Source: an optimization exercise on an open RTL-to-GDS flow (aim: small area). Production flows keep margins and buffers that such runs may drop. Function was checked by simulation only, so behaviour that the tests miss may differ from the original. Power and IR drop assume default switching activity.

main:
// matrix_calc_top
module matrix_calc_top (
	input  logic       clk,
	input  logic       rst_n,
	input  logic       rx_valid,
	input  logic [7:0] rx_data,
	input  logic [7:0] command,
	input  logic [7:0] scalar_in,
	input  logic       confirm,
	input  logic       tx_busy,
	output logic       tx_start,
	output logic [7:0] tx_data,
	output logic       busy,
	output logic       error,
	output logic       timer_active
);
Size in the first run: ~1000 cells after synthesis, ~360 flip-flops, ~41 I/O pins, about 0.015 sq mm of cells after synthesis.
export LEC_CHECK = 0
export ABC_AREA = 1
export CAP_MARGIN = 20
export CORE_MARGIN = 2
export CORE_UTILIZATION = 40
export CTS_CLUSTER_DIAMETER = 100
export CTS_CLUSTER_SIZE = 24
export SLEW_MARGIN = 20
create_clock -name core_clock -period 11.0 [get_ports {clk}]
standard.sh (not shown) runs the stock make flow with config.mk's settings and CLKGATE_MAP_FILE= SYNTH_SCRIPT=/design/flow/synth_recipe.tcl, a recipe that flattens the netlist after the stock synthesis.
==> flow/flow/run.sh <==
#!/bin/bash
# The standard layout with two changes to synthesis, made in a copy of ORFS's
# scripts: the logic is mapped with an area-oriented ABC script
# (flow/abc_area.script) in place of ORFS's, and Yosys's generic "abc -fast"
# inside "synth -run fine:" is skipped, so that extract_fa sees the adder
# network as written. Registers come out exactly as in the standard synthesis.
# Ports are buffered with the smallest buffer; clock tree synthesis uses
# larger sink clusters and no dummy loads. Every other step is standard.
set -euo pipefail
here=$(pwd)
rm -rf "$here/scripts"
cp -r "$FLOW_HOME/scripts" "$here/scripts"
cp "$here/flow/abc_area.script" "$here/scripts/abc_area.script"
sed -i 's/synth -top \$::env(DESIGN_NAME) -run fine:/synth -noabc -top $::env(DESIGN_NAME) -run fine:/' \
	"$here/scripts/synth.tcl"
grep -n "synth -noabc" "$here/scripts/synth.tcl" > "$here/synth_patch.log" 2>&1 || true
bash standard.sh SCRIPTS_DIR="$here/scripts" \
	CTS_ARGS="-sink_clustering_enable -repair_clock_nets -dont_use_dummy_load -sink_clustering_size 24 -sink_clustering_max_diameter 100" \
	BUFFER_PORTS_ARGS="-buffer_cell sky130_fd_sc_hd__buf_1" finish > "$here/orfs_make.log" 2>&1
==> flow/flow/abc_area.script <==
strash
dc2
&get -n
&dch -f
&nf -R 1000
&put
strash
&get -n
&dch -f
&nf -R 1000
&put
topo
main | stages: all done | timing, DRC, antenna: all pass
For the feature branch, these inputs were changed with respect to main:
diff --git a/flow/flow/run.sh b/flow/flow/run.sh
--- a/flow/flow/run.sh
+++ b/flow/flow/run.sh
@@ -18 +18 @@
-	CTS_ARGS="-sink_clustering_enable -repair_clock_nets -dont_use_dummy_load -sink_clustering_size 24 -sink_clustering_max_diameter 100" \
+	CTS_ARGS="-sink_clustering_enable -repair_clock_nets -dont_use_dummy_load -sink_clustering_size 20 -sink_clustering_max_diameter 80 -buf_list sky130_fd_sc_hd__clkbuf_8" \
### Flow results
- The feature branch: full flow OK, the timing, DRC and antenna checks passed
- Comparing total power for the feature branch and main, the bigger number came from main.
- The feature branch against main: total wirelength of the detailed-routed design level, clock buffer count in the final layout moved up, relative area change from synthesis to final layout moved down, share of cell area taken by multi-input logic gates moved up, wire length of the first global-routing pass level.
- Comparing the feature branch against main, there is no change at all in worst hold path cell count.
- Measured against each other, the feature branch and main differ in final period demand of the worst path, the lower figure coming from the feature branch.
- The lower combinational group share of total power of the feature branch and main is in main.

---

Setup of job 4701:
matrix_calc_top, a different RTL version from the one above (not shown whole).
Size: roughly 41 I/O pins, about 0.015 mm² of cells after synthesis.
==> flow/config.mk <==
export PLATFORM = sky130hd
export DESIGN_NAME = matrix_calc_top
export DESIGN_NICKNAME = matrix_calc_top
export VERILOG_FILES = /design/flow/design.v
export SDC_FILE = /design/flow/constraint.sdc
export NUM_CORES = 4
export LEC_CHECK = 0
export ABC_AREA = 1
export CAP_MARGIN = 20
export CORE_MARGIN = 2
export CORE_UTILIZATION = 40
export SLEW_MARGIN = 20
==> flow/constraint.sdc <==
create_clock -name core_clock -period 11.0 [get_ports {clk}]
set_input_delay 2.2000 -clock core_clock [delete_from_list [all_inputs] [get_ports {clk}]]
set_output_delay 2.2000 -clock core_clock [all_outputs]
set_load 0.01 [all_outputs]
==> flow/flow/run.sh <==
#!/bin/bash
# The standard layout with two changes to synthesis, made in a copy of ORFS's
# scripts: the logic is mapped with an area-oriented ABC script
# (flow/abc_area.script) in place of ORFS's, and Yosys's generic "abc -fast"
# inside "synth -run fine:" is skipped, so that extract_fa sees the adder
# network as written. Registers come out exactly as in the standard synthesis.
# Ports are buffered with the smallest buffer; clock tree synthesis uses
# larger sink clusters and no dummy loads. Every other step is standard.
set -euo pipefail
here=$(pwd)
rm -rf "$here/scripts"
cp -r "$FLOW_HOME/scripts" "$here/scripts"
cp "$here/flow/abc_area.script" "$here/scripts/abc_area.script"
sed -i 's/synth -top \$::env(DESIGN_NAME) -run fine:/synth -noabc -top $::env(DESIGN_NAME) -run fine:/' \
	"$here/scripts/synth.tcl"
grep -n "synth -noabc" "$here/scripts/synth.tcl" > "$here/synth_patch.log" 2>&1 || true
bash standard.sh SCRIPTS_DIR="$here/scripts" \
	CTS_ARGS="-sink_clustering_enable -repair_clock_nets -dont_use_dummy_load -sink_clustering_size 16 -sink_clustering_max_diameter 70 -buf_list sky130_fd_sc_hd__clkbuf_8" \
	BUFFER_PORTS_ARGS="-buffer_cell sky130_fd_sc_hd__buf_1" finish > "$here/orfs_make.log" 2>&1
==> flow/flow/abc_area.script <==
strash
dc2
&get -n
&dch -f
&nf -R 1000
&put
strash
&get -n
&dch -f
&nf -R 1000
&put
strash
dc2
&get -n
&dch -f
&nf -R 1000
&put
topo
Input changes introduced in job 8369 (baseline for comparison: job 4701):
Settings: changing CORE_UTILIZATION from 40 to 60.
[summary]
- Relative to job 4701, cell area has decreased by 1.4% in job 8369.
- The higher global-route usage of job 4701 and job 8369 is in job 8369.
- Going from job 4701 to job 8369, the instance area at placement was found to have gone down by 210 µm².
Setup changes, job 8369 to job 517
Settings: changing CORE_UTILIZATION from 60 to 40; setting GPL_TIMING_DRIVEN to 0 for the first time.
==> flow/flow/abc_area.script <==
strash
dc2
&get -n
&dch -f
&nf -R 1000
&put
strash
&get -n
&dch -f
&nf -R 1000
&put
topo
Results
Summary: overall routed net length, job 517 worse than job 8369. Largest net degree at the start of global routing: job 8369 and job 517 compared, lower one is job 517. Min synthesized cell count across job 8369 and job 517: job 8369. Compared job 517 vs job 8369, and total vias in the final route is down in job 517. Diff job 8369 -> job 517 | first-iteration DRC count | down by more than a quarter. Summary: synthesized area, job 517 worse than job 8369. Wire length of the first global-routing pass: job 517 vs job 8369 up 1.6%.

[static timing again, ports no longer ideal]
The results above use ideal ports. As a check the final layouts listed here were re-extracted and re-timed, cells and wires unchanged.
Step 1 sets driving cells, clkbuf_16 on the clock port and buf_2 on the other inputs (assumed; they add their load-dependent delay and slew).
Step 2 also shifts input and output timing later by t, the mid clock arrival at the registers, as if the neighbouring blocks saw the same clock.
Three values: no drivers, after step 1, after step 2; two values: the first two.
| run | t (ns) | setup slack, ns | worst hold slack (ns) | worst setup path after step 2 | worst slew at a driven data input, ns |
|---|---|---|---|---|---|
| main | 0.561 | 2.961 / 2.961 / 2.961 | 0.421 / 0.421 / 0.421 | register to register | 0.03 |
| the feature branch | 0.626 | 2.970 / 2.970 / 2.970 | 0.421 / 0.421 / 0.421 | register to register | 0.03 |
| job 4701 | 0.656 | 3.083 / 3.083 / 3.083 | 0.422 / 0.422 / 0.422 | register to register | 0.03 |
| job 8369 | 0.611 | 2.922 / 2.922 / 2.922 | 0.422 / 0.422 / 0.422 | register to register | 0.04 |
| job 517 | 0.633 | 1.704 / 1.704 / 1.704 | 0.418 / 0.418 / 0.418 | register to register | 0.04 |
After both steps every run listed still meets setup and hold.
